Context: an optimization exercise on an open-source flow, tuned for small area. The choices shown serve that exercise and are no tape-out recipe.
In this exercise RTL edits were held to simulation tests only and were not proved equivalent to the original.
Power figures rest on the tool's default switching activity, not on a simulated workload.

==> build 24: inputs <==
==> flow/design.v <==
package core_pkg;
  typedef logic [31:0] xlen_t;
  typedef logic [4:0] reg_addr_t;
  typedef logic [3:0] uop_t;
  typedef logic [2:0] unit_sel_t;
  typedef logic [6:0] opcode_t;
  typedef logic [2:0] funct3_t;
  localparam opcode_t OPC_OP      = 7'b0110011;
  localparam opcode_t OPC_OP_IMM  = 7'b0010011;
  localparam opcode_t OPC_LUI     = 7'b0110111;
  localparam opcode_t OPC_AUIPC   = 7'b0010111;
  localparam opcode_t OPC_JAL     = 7'b1101111;
  localparam opcode_t OPC_JALR    = 7'b1100111;
  localparam opcode_t OPC_BRANCH  = 7'b1100011;
  localparam opcode_t OPC_LOAD    = 7'b0000011;
  localparam opcode_t OPC_STORE   = 7'b0100011;
  localparam opcode_t OPC_CUSTOM0 = 7'b0001011;
  localparam unit_sel_t UNIT_NONE = 3'b000;
  localparam unit_sel_t UNIT_INT  = 3'b001;
  localparam unit_sel_t UNIT_LSU  = 3'b010;
  localparam unit_sel_t UNIT_VEC  = 3'b100;
  typedef enum logic [1:0] {
    FETCH_RESET,
    FETCH_RUN,
    FETCH_HALTED
  } fetch_state_t;
endpackage
module fetch_unit #(
  parameter core_pkg::xlen_t RESET_PC = 32'hFFFF_FF00
) (
  input  logic            clock_in,
  input  logic            arst_n,
  input  logic            halt_in,
  input  core_pkg::xlen_t ins_data,
  output core_pkg::xlen_t ins_mem_addr,
  output logic            if_valid,
  output core_pkg::xlen_t if_instr,
  output core_pkg::xlen_t pc_issue
);
  logic        run;
  logic        fetch_en;
  logic [29:0] pc;
  logic [29:0] pc_next;
  logic [30:0] carry;
  logic [29:1] low_set;
  logic [29:0] pc_back;
  assign fetch_en = run & ~halt_in;
  always_ff @(posedge clock_in or negedge arst_n) begin
    if (!arst_n) begin
      run      <= 1'b0;
      if_valid <= 1'b0;
      pc       <= RESET_PC[31:2];
    end else begin
      run      <= ~halt_in;
      if_valid <= fetch_en;
      pc       <= pc_next;
    end
  end
  always_ff @(posedge clock_in) begin
    if_instr <= ins_data;
  end
  assign ins_mem_addr = {pc, RESET_PC[1:0]};
  localparam int BLK = 5;
  localparam int NBLK = 6;
  logic [NBLK:0] blk_carry;
  assign blk_carry[0] = fetch_en;
  for (genvar j = 0; j < NBLK; j++) begin : g_inc_blk
    assign blk_carry[j+1] = blk_carry[j] & (&pc[BLK*j +: BLK]);
    assign carry[BLK*j] = blk_carry[j];
    for (genvar k = 0; k < BLK; k++) begin : g_bit
      assign pc_next[BLK*j+k] = pc[BLK*j+k] ^ carry[BLK*j+k];
      if (k < BLK - 1) begin : g_c
        assign carry[BLK*j+k+1] = carry[BLK*j+k] & pc[BLK*j+k];
      end
    end
  end
  assign carry[30] = blk_carry[NBLK];
  logic [NBLK:0] blk_set;
  logic [29:0]   pc_dec;
  assign blk_set[0] = 1'b0;
  for (genvar j = 0; j < NBLK; j++) begin : g_dec_blk
    assign blk_set[j+1] = blk_set[j] | (|pc[BLK*j +: BLK]);
  end
  for (genvar i = 1; i < 30; i++) begin : g_dec
    if (i % BLK == 0) begin : g_start
      assign low_set[i] = blk_set[i/BLK];
    end else begin : g_mid
      assign low_set[i] = blk_set[i/BLK] | (|pc[i-1:BLK*(i/BLK)]);
    end
    assign pc_dec[i] = ~(pc[i] ^ low_set[i]);
  end
  assign pc_dec[0] = ~pc[0];
  always_ff @(posedge clock_in) begin
    pc_back <= pc_dec;
  end
  assign pc_issue  = {pc_back, RESET_PC[1:0]};
endmodule
module gpr_file (
  input  logic                clock_in,
  input  logic                arst_n,
  input  core_pkg::reg_addr_t rs1_addr_d,
  input  logic                rs1_en_d,
  input  core_pkg::reg_addr_t rs2_addr_d,
  input  logic                rs2_en_d,
  input  logic                wb_enable,
  input  core_pkg::reg_addr_t wb_addr,
  input  core_pkg::xlen_t     wb_data,
  input  logic                ext1_sel,
  input  core_pkg::xlen_t     ext1_data,
  input  logic                ext2_sel,
  input  core_pkg::xlen_t     ext2_data,
  output core_pkg::xlen_t     rs1_data,
  output core_pkg::xlen_t     rs2_data
);
  core_pkg::xlen_t regs [1:31];
  logic [31:1]     written;
  logic [31:1]     we;
  logic [31:1]     sel1;
  logic [31:1]     sel2;
  logic [7:0]      rs1_hi;
  logic [3:0]      rs1_lo;
  logic [7:0]      rs2_hi;
  logic [3:0]      rs2_lo;
  always_ff @(posedge clock_in) begin
    for (int k = 0; k < 8; k++) begin
      rs1_hi[k] <= rs1_en_d && (rs1_addr_d[4:2] == k[2:0]);
      rs2_hi[k] <= rs2_en_d && (rs2_addr_d[4:2] == k[2:0]);
    end
    for (int k = 0; k < 4; k++) begin
      rs1_lo[k] <= (rs1_addr_d[1:0] == k[1:0]);
      rs2_lo[k] <= (rs2_addr_d[1:0] == k[1:0]);
    end
  end
  always_comb begin
    for (int r = 1; r < 32; r++) begin
      we[r]   = wb_enable && (wb_addr == r[4:0]);
      sel1[r] = rs1_hi[r/4] && rs1_lo[r%4] && written[r];
      sel2[r] = rs2_hi[r/4] && rs2_lo[r%4] && written[r];
    end
  end
  always_ff @(posedge clock_in or negedge arst_n) begin
    if (!arst_n) begin
      written <= '0;
    end else begin
      written <= written | we;
    end
  end
  always_ff @(posedge clock_in) begin
    for (int r = 1; r < 32; r++) begin
      if (we[r]) begin
        regs[r] <= wb_data;
      end
    end
  end
  for (genvar b = 0; b < 32; b++) begin : g_bit
    logic [31:1] col;
    for (genvar r = 1; r < 32; r++) begin : g_col
      assign col[r] = regs[r][b];
    end
    logic [2:0] part1;
    logic [2:0] part2;
    gpr_read_bit u_rd1 (.data(col), .sel(sel1), .xdata(ext1_data[b]), .xsel(ext1_sel), .part(part1));
    gpr_read_bit u_rd2 (.data(col), .sel(sel2), .xdata(ext2_data[b]), .xsel(ext2_sel), .part(part2));
    assign rs1_data[b] = |part1;
    assign rs2_data[b] = |part2;
  end
endmodule
module gpr_read_bit (
  input  logic [31:1] data,
  input  logic [31:1] sel,
  input  logic        xdata,
  input  logic        xsel,
  output logic [2:0]  part
);
  logic [10:0] grp_n;
  for (genvar g = 0; g < 10; g++) begin : g_grp
    gpr_aoi222 u_aoi (
      .a1 (sel[3*g+1]), .b1 (data[3*g+1]),
      .a2 (sel[3*g+2]), .b2 (data[3*g+2]),
      .a3 (sel[3*g+3]), .b3 (data[3*g+3]),
      .y  (grp_n[g])
    );
  end
  assign grp_n[10] = ~((sel[31] & data[31]) | (xsel & xdata));
  assign part[0] = ~(&grp_n[3:0]);
  assign part[1] = ~(&grp_n[7:4]);
  assign part[2] = ~(&grp_n[10:8]);
endmodule
module gpr_aoi222 (
  input  logic a1,
  input  logic b1,
  input  logic a2,
  input  logic b2,
  input  logic a3,
  input  logic b3,
  output logic y
);
  assign y = ~((a1 & b1) | (a2 & b2) | (a3 & b3));
endmodule
module decode_unit (
  input  logic                  clock_in,
  input  logic                  arst_n,
  input  logic                  if_valid,
  input  core_pkg::xlen_t       if_instr,
  input  core_pkg::xlen_t       pc_issue,
  output core_pkg::xlen_t       is_instr,
  output logic                  rs1_en_d,
  output logic                  rs2_en_d,
  output logic                  rs2_en,
  output logic                  issue_valid,
  output core_pkg::unit_sel_t   unit_sel,
  output core_pkg::uop_t        uop,
  output logic                  a_from_pc,
  output core_pkg::xlen_t       imm_value,
  output core_pkg::xlen_t       issue_pc,
  output core_pkg::reg_addr_t   rd_addr,
  output logic                  invalid_ins
);
  core_pkg::opcode_t   opcode;
  core_pkg::funct3_t   funct3;
  logic                alt_bit;
  core_pkg::xlen_t     imm_i;
  core_pkg::xlen_t     imm_s;
  core_pkg::xlen_t     imm_b;
  core_pkg::xlen_t     imm_u;
  core_pkg::xlen_t     imm_j;
  core_pkg::unit_sel_t unit_d;
  logic                invalid_d;
  logic                rd_none;
  always_ff @(posedge clock_in or negedge arst_n) begin
    if (!arst_n) begin
      issue_valid <= 1'b0;
    end else begin
      issue_valid <= if_valid;
    end
  end
  assign rs1_en_d = (if_instr[6:0] != core_pkg::OPC_LUI) && (if_instr[6:0] != core_pkg::OPC_AUIPC) &&
                    (if_instr[6:0] != core_pkg::OPC_JAL);
  assign rs2_en_d = (if_instr[6:0] == core_pkg::OPC_OP) || (if_instr[6:0] == core_pkg::OPC_BRANCH) ||
                    (if_instr[6:0] == core_pkg::OPC_STORE);
  always_ff @(posedge clock_in) begin
    is_instr <= if_instr;
    rs2_en   <= rs2_en_d;
  end
  assign opcode  = is_instr[6:0];
  assign funct3  = is_instr[14:12];
  assign alt_bit = is_instr[30];
  assign imm_i = {{20{is_instr[31]}}, is_instr[31:20]};
  assign imm_s = {{20{is_instr[31]}}, is_instr[31:25], is_instr[11:7]};
  assign imm_b = {{19{is_instr[31]}}, is_instr[31], is_instr[7], is_instr[30:25],
                  is_instr[11:8], 1'b0};
  assign imm_u = {is_instr[31:12], 12'h000};
  assign imm_j = {{11{is_instr[31]}}, is_instr[31], is_instr[19:12], is_instr[20],
                  is_instr[30:21], 1'b0};
  always_comb begin
    unit_d    = core_pkg::UNIT_INT;
    uop       = {1'b0, funct3};
    imm_value = imm_i;
    invalid_d = 1'b0;
    a_from_pc = 1'b0;
    rd_none   = 1'b0;
    case (opcode)
      core_pkg::OPC_OP: begin
        uop       = {alt_bit, funct3};
        imm_value = '0;
      end
      core_pkg::OPC_OP_IMM: begin
        if (funct3 == 3'd5) begin
          uop = {alt_bit, funct3};
        end
      end
      core_pkg::OPC_LUI: begin
        uop       = 4'd0;
        imm_value = imm_u;
      end
      core_pkg::OPC_AUIPC: begin
        uop       = 4'd1;
        imm_value = imm_u;
        a_from_pc = 1'b1;
      end
      core_pkg::OPC_JAL: begin
        uop       = 4'd2;
        imm_value = imm_j;
        a_from_pc = 1'b1;
      end
      core_pkg::OPC_JALR: begin
        uop = 4'd3;
      end
      core_pkg::OPC_BRANCH: begin
        imm_value = imm_b;
        rd_none   = 1'b1;
      end
      core_pkg::OPC_LOAD: begin
        unit_d = core_pkg::UNIT_LSU;
      end
      core_pkg::OPC_STORE: begin
        unit_d    = core_pkg::UNIT_LSU;
        uop       = {1'b1, funct3};
        imm_value = imm_s;
        rd_none   = 1'b1;
      end
      core_pkg::OPC_CUSTOM0: begin
        unit_d = core_pkg::UNIT_VEC;
      end
      default: begin
        unit_d    = core_pkg::UNIT_NONE;
        uop       = 4'd0;
        imm_value = '0;
        invalid_d = 1'b1;
      end
    endcase
  end
  assign rd_addr     = rd_none ? 5'd0 : is_instr[11:7];
  assign issue_pc    = pc_issue;
  assign unit_sel    = issue_valid ? unit_d : core_pkg::UNIT_NONE;
  assign invalid_ins = issue_valid & invalid_d;
endmodule
module core_frontend_top #(
  parameter core_pkg::xlen_t RESET_PC = 32'hFFFF_FF00
) (
  input  logic                clock_in,
  input  logic                arst_n,
  input  logic                halt_in,
  input  core_pkg::xlen_t     ins_data,
  input  logic                wb_enable,
  input  core_pkg::reg_addr_t wb_addr,
  input  core_pkg::xlen_t     wb_data,
  output core_pkg::xlen_t     ins_mem_addr,
  output logic                issue_valid,
  output core_pkg::unit_sel_t unit_sel,
  output core_pkg::uop_t      uop,
  output core_pkg::xlen_t     operand_a,
  output core_pkg::xlen_t     operand_b,
  output core_pkg::xlen_t     imm_value,
  output core_pkg::xlen_t     issue_pc,
  output core_pkg::reg_addr_t rd_addr,
  output logic                invalid_ins
);
  logic            if_valid;
  core_pkg::xlen_t if_instr;
  core_pkg::xlen_t is_instr;
  core_pkg::xlen_t pc_issue;
  logic            rs1_en_d;
  logic            rs2_en_d;
  logic            rs2_en;
  logic            a_from_pc;
  fetch_unit #(
    .RESET_PC (RESET_PC)
  ) u_fetch (
    .clock_in     (clock_in),
    .arst_n       (arst_n),
    .halt_in      (halt_in),
    .ins_data     (ins_data),
    .ins_mem_addr (ins_mem_addr),
    .if_valid     (if_valid),
    .if_instr     (if_instr),
    .pc_issue     (pc_issue)
  );
  gpr_file u_gpr (
    .clock_in  (clock_in),
    .arst_n    (arst_n),
    .rs1_addr_d  (if_instr[19:15]),
    .rs1_en_d    (rs1_en_d),
    .rs2_addr_d  (if_instr[24:20]),
    .rs2_en_d    (rs2_en_d),
    .wb_enable (wb_enable),
    .wb_addr   (wb_addr),
    .wb_data   (wb_data),
    .ext1_sel  (a_from_pc),
    .ext1_data (pc_issue),
    .ext2_sel  (~rs2_en),
    .ext2_data (imm_value),
    .rs1_data  (operand_a),
    .rs2_data  (operand_b)
  );
  decode_unit u_decode (
    .clock_in    (clock_in),
    .arst_n      (arst_n),
    .if_valid    (if_valid),
    .if_instr    (if_instr),
    .pc_issue    (pc_issue),
    .is_instr    (is_instr),
    .rs1_en_d    (rs1_en_d),
    .rs2_en_d    (rs2_en_d),
    .rs2_en      (rs2_en),
    .issue_valid (issue_valid),
    .unit_sel    (unit_sel),
    .uop         (uop),
    .a_from_pc   (a_from_pc),
    .imm_value   (imm_value),
    .issue_pc    (issue_pc),
    .rd_addr     (rd_addr),
    .invalid_ins (invalid_ins)
  );
endmodule
==> flow/flow/run.sh <==
#!/bin/bash
# Standard layout, with plain buf_1 cells as the port buffers (the standard flow picks a delay
# cell) and a clock tree built without dummy loads; every step's output goes to
# standard_flow.log and ORFS's own logs.
set -o pipefail
export BUFFER_PORTS_ARGS="-buffer_cell sky130_fd_sc_hd__buf_1"
export CTS_ARGS="-sink_clustering_enable -repair_clock_nets -sink_clustering_size 15 -sink_clustering_max_diameter 60 -buf_list sky130_fd_sc_hd__clkbuf_8 -dont_use_dummy_load"
bash standard.sh > standard_flow.log 2>&1
==> flow/standard.sh <==
#!/bin/bash
# synth_recipe.tcl (not shown) runs the flow's synth.tcl, then flattens the netlist and writes it again
# the make line also repeats each setting of config.mk as NAME=value (left out here)
make -C /OpenROAD-flow-scripts/flow DESIGN_CONFIG=/design/flow/config.mk WORK_HOME=/design/flow/orfs CLKGATE_MAP_FILE= SYNTH_SCRIPT=/design/flow/synth_recipe.tcl "${@:-finish}"
==> flow/config.mk <==
export PLATFORM = sky130hd
export DESIGN_NAME = core_frontend_top
export DESIGN_NICKNAME = core_frontend_top
export VERILOG_FILES = /design/flow/design.v
export SDC_FILE = /design/flow/constraint.sdc
export NUM_CORES = 4
export LEC_CHECK = 0
export CAP_MARGIN = 20
export CORE_MARGIN = 2
export CORE_UTILIZATION = 55
export CTS_BUF_LIST = sky130_fd_sc_hd__clkbuf_8
export CTS_CLUSTER_DIAMETER = 60
export CTS_CLUSTER_SIZE = 15
export PLACE_DENSITY = 0.65
export SETUP_SLACK_MARGIN = 0.05
export SLEW_MARGIN = 20
export SYNTH_HIERARCHICAL = 1
export SYNTH_MINIMUM_KEEP_SIZE = 0
==> flow/constraint.sdc <==
create_clock -name core_clock -period 5.0 [get_ports {clock_in}]
set_input_delay 1.0000 -clock core_clock [delete_from_list [all_inputs] [get_ports {clock_in}]]
set_output_delay 1.0000 -clock core_clock [all_outputs]
set_load 0.01 [all_outputs]
==> inputs of trial 51, as changes to build 24 <==
--- a/flow/design.v
+++ b/flow/design.v
@@ -100,6 +100,6 @@
   input  logic                arst_n,
-  input  core_pkg::reg_addr_t rs1_addr_d,
-  input  logic                rs1_en_d,
-  input  core_pkg::reg_addr_t rs2_addr_d,
-  input  logic                rs2_en_d,
+  input  core_pkg::reg_addr_t rs1_addr,
+  input  logic                rs1_en,
+  input  core_pkg::reg_addr_t rs2_addr,
+  input  logic                rs2_en,
   input  logic                wb_enable,
@@ -119,16 +119,2 @@
   logic [31:1]     sel2;
-  logic [7:0]      rs1_hi;
-  logic [3:0]      rs1_lo;
-  logic [7:0]      rs2_hi;
-  logic [3:0]      rs2_lo;
-  always_ff @(posedge clock_in) begin
-    for (int k = 0; k < 8; k++) begin
-      rs1_hi[k] <= rs1_en_d && (rs1_addr_d[4:2] == k[2:0]);
-      rs2_hi[k] <= rs2_en_d && (rs2_addr_d[4:2] == k[2:0]);
-    end
-    for (int k = 0; k < 4; k++) begin
-      rs1_lo[k] <= (rs1_addr_d[1:0] == k[1:0]);
-      rs2_lo[k] <= (rs2_addr_d[1:0] == k[1:0]);
-    end
-  end
   always_comb begin
@@ -136,4 +122,4 @@
       we[r]   = wb_enable && (wb_addr == r[4:0]);
-      sel1[r] = rs1_hi[r/4] && rs1_lo[r%4] && written[r];
-      sel2[r] = rs2_hi[r/4] && rs2_lo[r%4] && written[r];
+      sel1[r] = rs1_en && written[r] && (rs1_addr == r[4:0]);
+      sel2[r] = rs2_en && written[r] && (rs2_addr == r[4:0]);
     end
@@ -206,4 +192,3 @@
   output core_pkg::xlen_t       is_instr,
-  output logic                  rs1_en_d,
-  output logic                  rs2_en_d,
+  output logic                  rs1_en,
   output logic                  rs2_en,
@@ -236,9 +221,8 @@
   end
-  assign rs1_en_d = (if_instr[6:0] != core_pkg::OPC_LUI) && (if_instr[6:0] != core_pkg::OPC_AUIPC) &&
-                    (if_instr[6:0] != core_pkg::OPC_JAL);
-  assign rs2_en_d = (if_instr[6:0] == core_pkg::OPC_OP) || (if_instr[6:0] == core_pkg::OPC_BRANCH) ||
-                    (if_instr[6:0] == core_pkg::OPC_STORE);
   always_ff @(posedge clock_in) begin
     is_instr <= if_instr;
-    rs2_en   <= rs2_en_d;
+    rs1_en   <= (if_instr[6:0] != core_pkg::OPC_LUI) && (if_instr[6:0] != core_pkg::OPC_AUIPC) &&
+                (if_instr[6:0] != core_pkg::OPC_JAL);
+    rs2_en   <= (if_instr[6:0] == core_pkg::OPC_OP) || (if_instr[6:0] == core_pkg::OPC_BRANCH) ||
+                (if_instr[6:0] == core_pkg::OPC_STORE);
   end
@@ -342,4 +326,3 @@
   core_pkg::xlen_t pc_issue;
-  logic            rs1_en_d;
-  logic            rs2_en_d;
+  logic            rs1_en;
   logic            rs2_en;
@@ -361,6 +344,6 @@
     .arst_n    (arst_n),
-    .rs1_addr_d  (if_instr[19:15]),
-    .rs1_en_d    (rs1_en_d),
-    .rs2_addr_d  (if_instr[24:20]),
-    .rs2_en_d    (rs2_en_d),
+    .rs1_addr  (is_instr[19:15]),
+    .rs1_en    (rs1_en),
+    .rs2_addr  (is_instr[24:20]),
+    .rs2_en    (rs2_en),
     .wb_enable (wb_enable),
@@ -382,4 +365,3 @@
     .is_instr    (is_instr),
-    .rs1_en_d    (rs1_en_d),
-    .rs2_en_d    (rs2_en_d),
+    .rs1_en      (rs1_en),
     .rs2_en      (rs2_en),
--- a/flow/flow/run.sh
+++ b/flow/flow/run.sh
@@ -6,3 +6,3 @@
 export BUFFER_PORTS_ARGS="-buffer_cell sky130_fd_sc_hd__buf_1"
-export CTS_ARGS="-sink_clustering_enable -repair_clock_nets -sink_clustering_size 15 -sink_clustering_max_diameter 60 -buf_list sky130_fd_sc_hd__clkbuf_8 -dont_use_dummy_load"
+export CTS_ARGS="-sink_clustering_enable -repair_clock_nets -sink_clustering_size 16 -sink_clustering_max_diameter 60 -buf_list sky130_fd_sc_hd__clkbuf_8 -dont_use_dummy_load"
 bash standard.sh > standard_flow.log 2>&1
CAP_MARGIN = 15   (was 20)
CORE_UTILIZATION = 45   (was 55)
CTS_CLUSTER_SIZE = 16   (was 15)
PLACE_DENSITY = 0.55   (was 0.65)
SETUP_SLACK_MARGIN = 0.15   (was 0.05)
SLEW_MARGIN = 15   (was 20)
==> inputs of trial 82, as changes to build 24 <==
--- a/flow/design.v
+++ b/flow/design.v
@@ -100,6 +100,6 @@
   input  logic                arst_n,
-  input  core_pkg::reg_addr_t rs1_addr_d,
-  input  logic                rs1_en_d,
-  input  core_pkg::reg_addr_t rs2_addr_d,
-  input  logic                rs2_en_d,
+  input  core_pkg::reg_addr_t rs1_addr,
+  input  logic                rs1_en,
+  input  core_pkg::reg_addr_t rs2_addr,
+  input  logic                rs2_en,
   input  logic                wb_enable,
@@ -119,16 +119,2 @@
   logic [31:1]     sel2;
-  logic [7:0]      rs1_hi;
-  logic [3:0]      rs1_lo;
-  logic [7:0]      rs2_hi;
-  logic [3:0]      rs2_lo;
-  always_ff @(posedge clock_in) begin
-    for (int k = 0; k < 8; k++) begin
-      rs1_hi[k] <= rs1_en_d && (rs1_addr_d[4:2] == k[2:0]);
-      rs2_hi[k] <= rs2_en_d && (rs2_addr_d[4:2] == k[2:0]);
-    end
-    for (int k = 0; k < 4; k++) begin
-      rs1_lo[k] <= (rs1_addr_d[1:0] == k[1:0]);
-      rs2_lo[k] <= (rs2_addr_d[1:0] == k[1:0]);
-    end
-  end
   always_comb begin
@@ -136,4 +122,4 @@
       we[r]   = wb_enable && (wb_addr == r[4:0]);
-      sel1[r] = rs1_hi[r/4] && rs1_lo[r%4] && written[r];
-      sel2[r] = rs2_hi[r/4] && rs2_lo[r%4] && written[r];
+      sel1[r] = rs1_en && written[r] && (rs1_addr == r[4:0]);
+      sel2[r] = rs2_en && written[r] && (rs2_addr == r[4:0]);
     end
@@ -206,4 +192,3 @@
   output core_pkg::xlen_t       is_instr,
-  output logic                  rs1_en_d,
-  output logic                  rs2_en_d,
+  output logic                  rs1_en,
   output logic                  rs2_en,
@@ -236,9 +221,8 @@
   end
-  assign rs1_en_d = (if_instr[6:0] != core_pkg::OPC_LUI) && (if_instr[6:0] != core_pkg::OPC_AUIPC) &&
-                    (if_instr[6:0] != core_pkg::OPC_JAL);
-  assign rs2_en_d = (if_instr[6:0] == core_pkg::OPC_OP) || (if_instr[6:0] == core_pkg::OPC_BRANCH) ||
-                    (if_instr[6:0] == core_pkg::OPC_STORE);
   always_ff @(posedge clock_in) begin
     is_instr <= if_instr;
-    rs2_en   <= rs2_en_d;
+    rs1_en   <= (if_instr[6:0] != core_pkg::OPC_LUI) && (if_instr[6:0] != core_pkg::OPC_AUIPC) &&
+                (if_instr[6:0] != core_pkg::OPC_JAL);
+    rs2_en   <= (if_instr[6:0] == core_pkg::OPC_OP) || (if_instr[6:0] == core_pkg::OPC_BRANCH) ||
+                (if_instr[6:0] == core_pkg::OPC_STORE);
   end
@@ -342,4 +326,3 @@
   core_pkg::xlen_t pc_issue;
-  logic            rs1_en_d;
-  logic            rs2_en_d;
+  logic            rs1_en;
   logic            rs2_en;
@@ -361,6 +344,6 @@
     .arst_n    (arst_n),
-    .rs1_addr_d  (if_instr[19:15]),
-    .rs1_en_d    (rs1_en_d),
-    .rs2_addr_d  (if_instr[24:20]),
-    .rs2_en_d    (rs2_en_d),
+    .rs1_addr  (is_instr[19:15]),
+    .rs1_en    (rs1_en),
+    .rs2_addr  (is_instr[24:20]),
+    .rs2_en    (rs2_en),
     .wb_enable (wb_enable),
@@ -382,4 +365,3 @@
     .is_instr    (is_instr),
-    .rs1_en_d    (rs1_en_d),
-    .rs2_en_d    (rs2_en_d),
+    .rs1_en      (rs1_en),
     .rs2_en      (rs2_en),
==> flow/flow/run.sh (replaced) <==
#!/bin/bash
# Standard layout, with plain buf_1 cells as the port buffers (the standard flow picks a delay
# cell); every step's output goes to standard_flow.log and ORFS's own logs.
set -o pipefail
export BUFFER_PORTS_ARGS="-buffer_cell sky130_fd_sc_hd__buf_1"
bash standard.sh > standard_flow.log 2>&1
CORE_UTILIZATION = 45   (was 55)
PLACE_DENSITY = 0.55   (was 0.65)
SETUP_SLACK_MARGIN = 0.15   (was 0.05)
==> comparison table <==
quantity	build 24	trial 82	trial 51
Power spent charging and discharging nets	4130 uW	4540 uW	4200 uW
Result of the run	timing/DRC/antenna clean	timing/DRC/antenna clean	timing/DRC/antenna clean
Portion of total power attributed to the clock network	27.6%	31.9%	27.9%
Area after DPL	48,700 um2	48,800 um2	48,800 um2
Pin count of the biggest net entering global routing	65	35	35
Peak per-stage delay on the critical path	0.56 ns	0.55 ns	0.60 ns
Count of vias placed by the detailed router	34,700	34,100	33,800
Tap Cells	1,070	1,287	1,287
Seq pwr	11,300 uW	11,100 uW	11,100 uW
Placed Cells	3,965	4,176	4,176
Endpoint of the most critical setup path	operand_b[7]	operand_b[21]	operand_a[2]
Worst supply voltage drop on vdd	0.000264 V	0.000301 V	0.000253 V
Worst Reg2Reg Path Length in Cells	9	10	10
Logic depth of the worst path, buffers included	8	7	6
Hold Crit Depth	1	-	1
Syn-to-layout area delta	10.2%	13.4%	11.7%
Placeable core area	81,800 um2	98,700 um2	98,700 um2
Die extent in y	291 um	320 um	320 um
Fillers	6,043	8,121	8,180
Class of the most critical hold timing path	in2reg	in2async	in2reg
Total number of placement rows	105	115	115
Final Worst Setup Slack	0.244 ns	0.119 ns	0.0914 ns
Worst-margin pin slew	1.28 ns	1.15 ns	1.28 ns
Seq/total area	67.6%	65.4%	66.4%

afterwards: timing with drivers on the ports:
In the flow no input, the clock included, has a driving cell. The finished layouts below were timed again as built, in two steps.
Step 1, drivers: a clkbuf_16 drives clock_in and a buf_2 each remaining input, both assumed.
Step 2 moves the port delays by t, midway between the first and last clock arrival at a register: inputs arrive t later, outputs are due t later. That takes back most of the time a late clock gives input paths.
Three values: no drivers, after step 1, after step 2; two values: the first two.
run	t (ns)	setup WS [ns]	worst slew at a driven data input, ns
build 24	0.804	0.244 / 0.173 / 0.977	0.18
trial 51	0.834	0.091 / 0.015 / 0.849	0.08
trial 82	0.871	0.119 / 0.044 / 0.916	0.08
After both steps setup and hold are still met in every run listed.
